Context: an optimization exercise on an open-source flow, tuned for small area, a short achievable clock period and few clock cycles per item. The choices shown serve that exercise and are no tape-out recipe.
The RTL was checked by simulation tests, not by an equivalence proof against the original design.
No activity file was given, so power comes from the tool's default toggle rates.

==> module fir_mac_sequencer, before the edit <==
module fir_mac_sequencer #(
    parameter int unsigned ORDER  = 32,
    parameter int unsigned DATA_W = 32,
    parameter int unsigned COEF_W = 32,
    parameter int unsigned ACC_W  = 32,
    parameter int unsigned AW     = $clog2(ORDER)
) (
    input  logic              clk,
    input  logic              reset,
    input  logic              in_valid,
    output logic              in_ready,
    input  logic [DATA_W-1:0] in_data,
    output logic              out_valid,
    input  logic              out_ready,
    output logic [ACC_W-1:0]  out_data,
    input  logic              coef_wr_en,
    input  logic [AW-1:0]     coef_wr_addr,
    input  logic [COEF_W-1:0] coef_wr_data,
    input  logic              coef_commit,
    output logic              coef_pending,
    output logic              busy
);
    typedef enum logic [1:0] {StIdle, StAccum, StOutput} state_e;
    state_e              state_q, state_d;
    logic [AW-1:0]       k_q, k_d;
    logic [AW-1:0]       wr_ptr_q, wr_ptr_d;
    logic [ACC_W-1:0]    acc_q, acc_d;
    logic [ACC_W-1:0]    prod_q, prod_d;
    logic                prod_vld_q, prod_vld_d;
    logic                out_valid_q, out_valid_d;
    logic [ACC_W-1:0]    out_data_q, out_data_d;
    logic                pending_q, pending_d;
    logic                busy_q, busy_d;
    logic [ORDER-1:0][DATA_W-1:0] samp_q;
    logic [ORDER-1:0][DATA_W-1:0] samp_d;
    logic [ORDER-1:0][COEF_W-1:0] coef_shd_q;
    logic [ORDER-1:0][COEF_W-1:0] coef_shd_d;
    logic [ORDER-1:0][COEF_W-1:0] coef_act_q;
    logic [ORDER-1:0][COEF_W-1:0] coef_act_d;
    logic [AW-1:0]           rd_idx, rd_idx1, k1;
    logic signed [ACC_W-1:0] coef_ext, coef_ext1;
    logic signed [ACC_W-1:0] samp_ext, samp_ext1;
    assign in_ready     = (state_q == StIdle) && !reset;
    assign out_valid    = out_valid_q;
    assign out_data     = out_data_q;
    assign coef_pending = pending_q;
    assign busy         = busy_q;
    always_comb begin
        state_d     = state_q;
        k_d         = k_q;
        wr_ptr_d    = wr_ptr_q;
        acc_d       = acc_q;
        prod_d      = prod_q;
        prod_vld_d  = 1'b0;
        out_valid_d = out_valid_q;
        out_data_d  = out_data_q;
        samp_d      = samp_q;
        coef_shd_d  = coef_shd_q;
        coef_act_d  = coef_act_q;
        rd_idx    = wr_ptr_q - k_q;
        rd_idx1   = rd_idx - AW'(1);
        k1        = k_q + AW'(1);
        coef_ext  = ACC_W'($signed(coef_act_q[k_q]));
        samp_ext  = ACC_W'($signed(samp_q[rd_idx]));
        coef_ext1 = ACC_W'($signed(coef_act_q[k1]));
        samp_ext1 = ACC_W'($signed(samp_q[rd_idx1]));
        if (prod_vld_q) begin
            acc_d = acc_q + prod_q;
        end
        unique case (state_q)
            StIdle: begin
                if (in_valid && in_ready) begin
                    samp_d[wr_ptr_q] = in_data;
                    acc_d            = '0;
                    k_d              = '0;
                    state_d          = StAccum;
                end
            end
            StAccum: begin
                prod_d     = coef_ext * samp_ext + coef_ext1 * samp_ext1;
                prod_vld_d = 1'b1;
                k_d        = k_q + AW'(2);
                if (k_q == AW'(ORDER - 2)) begin
                    state_d  = StOutput;
                    wr_ptr_d = wr_ptr_q + AW'(1);
                end
            end
            StOutput: begin
                if (prod_vld_q) begin
                    out_valid_d = 1'b1;
                    out_data_d  = acc_d;
                end else if (out_valid_q && out_ready) begin
                    out_valid_d = 1'b0;
                    state_d     = StIdle;
                end
            end
            default: state_d = StIdle;
        endcase
        if (coef_wr_en) begin
            coef_shd_d[coef_wr_addr] = coef_wr_data;
        end
        pending_d = pending_q | coef_commit;
        if (pending_d && (state_q == StIdle || (state_q == StOutput && state_d == StIdle))) begin
            coef_act_d = coef_shd_d;
            pending_d  = 1'b0;
        end
        busy_d = (state_d != StIdle);
    end
    always_ff @(posedge clk) begin
        if (reset) begin
            state_q     <= StIdle;
            k_q         <= '0;
            wr_ptr_q    <= '0;
            acc_q       <= '0;
            prod_q      <= '0;
            prod_vld_q  <= 1'b0;
            out_valid_q <= 1'b0;
            out_data_q  <= '0;
            pending_q   <= 1'b0;
            busy_q      <= 1'b0;
            for (int i = 0; i < ORDER; i++) begin
                samp_q[i]     <= '0;
                coef_shd_q[i] <= '0;
                coef_act_q[i] <= '0;
            end
        end else begin
            state_q     <= state_d;
            k_q         <= k_d;
            wr_ptr_q    <= wr_ptr_d;
            acc_q       <= acc_d;
            prod_q      <= prod_d;
            prod_vld_q  <= prod_vld_d;
            out_valid_q <= out_valid_d;
            out_data_q  <= out_data_d;
            pending_q   <= pending_d;
            busy_q      <= busy_d;
            samp_q      <= samp_d;
            coef_shd_q  <= coef_shd_d;
            coef_act_q  <= coef_act_d;
        end
    end
endmodule
Settings: LEC_CHECK=0, CAP_MARGIN=20, CORE_MARGIN=2, CORE_UTILIZATION=40, PLACE_DENSITY=0.6, SETUP_SLACK_MARGIN=5, SLEW_MARGIN=20; clock period 14.0 ns.
run.sh (not shown) runs the stock make flow with config.mk's settings and CLKGATE_MAP_FILE= SYNTH_SCRIPT=/design/flow/synth_recipe.tcl, a recipe that flattens the netlist after the stock synthesis.
Testbench counts at the start, summed over its fixed seeds: cycles 14,592, items 768.
==> next run, changes <==
--- a/flow/design.v
+++ b/flow/design.v
@@ -37,9 +37,9 @@
     logic [ORDER-1:0][COEF_W-1:0] coef_shd_d;
     logic [ORDER-1:0][COEF_W-1:0] coef_act_q;
     logic [ORDER-1:0][COEF_W-1:0] coef_act_d;
-    logic [AW-1:0]           rd_idx, rd_idx1, k1;
-    logic signed [ACC_W-1:0] coef_ext, coef_ext1;
-    logic signed [ACC_W-1:0] samp_ext, samp_ext1;
+    logic [AW-1:0]           rd_idx;
+    logic signed [ACC_W-1:0] coef_ext;
+    logic signed [ACC_W-1:0] samp_ext;
     assign in_ready     = (state_q == StIdle) && !reset;
     assign out_valid    = out_valid_q;
     assign out_data     = out_data_q;
@@ -57,13 +57,9 @@
         samp_d      = samp_q;
         coef_shd_d  = coef_shd_q;
         coef_act_d  = coef_act_q;
-        rd_idx    = wr_ptr_q - k_q;
-        rd_idx1   = rd_idx - AW'(1);
-        k1        = k_q + AW'(1);
-        coef_ext  = ACC_W'($signed(coef_act_q[k_q]));
-        samp_ext  = ACC_W'($signed(samp_q[rd_idx]));
-        coef_ext1 = ACC_W'($signed(coef_act_q[k1]));
-        samp_ext1 = ACC_W'($signed(samp_q[rd_idx1]));
+        rd_idx   = wr_ptr_q - k_q;
+        coef_ext = ACC_W'($signed(coef_act_q[k_q]));
+        samp_ext = ACC_W'($signed(samp_q[rd_idx]));
         if (prod_vld_q) begin
             acc_d = acc_q + prod_q;
         end
@@ -77,10 +73,10 @@
                 end
             end
             StAccum: begin
-                prod_d     = coef_ext * samp_ext + coef_ext1 * samp_ext1;
+                prod_d     = coef_ext * samp_ext;
                 prod_vld_d = 1'b1;
-                k_d        = k_q + AW'(2);
-                if (k_q == AW'(ORDER - 2)) begin
+                k_d        = k_q + AW'(1);
+                if (k_q == AW'(ORDER - 1)) begin
                     state_d  = StOutput;
                     wr_ptr_d = wr_ptr_q + AW'(1);
                 end
The changed run produced a clean layout.
Clock skew drops by 0.023 ns.
Via count drops by about a fifth.
Clock-buffer cell count drops by 9.
Fmax climbs by about a fifth.
Routed wire length drops by a quarter to a third.
Clock power drops by a few percent.
Testbench counts after the change, summed over its fixed seeds: cycles 26,880, items 768.

separate check: timing with driven ports:
Ports are ideal in the flow. The routed layouts listed here were re-timed in OpenROAD.
Step 1 assumes that a clkbuf_16 drives the clock port and a buf_2 every other input.
Step 2 adds t to the input delays and takes it off the output delays; t is the mean of the earliest and latest rising clock arrival at the registers after step 1. Input paths then give back, and output paths get back, about the clock's delay inside the block.
Slacks: no drivers / after step 1 / after step 2; pairs: no drivers / after step 1.
run	t (ns)	slack for setup (ns)	worst slew at a driven data input, ns
the first run	1.067	2.869 / 2.869 / 2.869	0.26
the second run	1.016	4.334 / 4.334 / 4.334	0.26
After both steps every run listed still meets setup and hold.
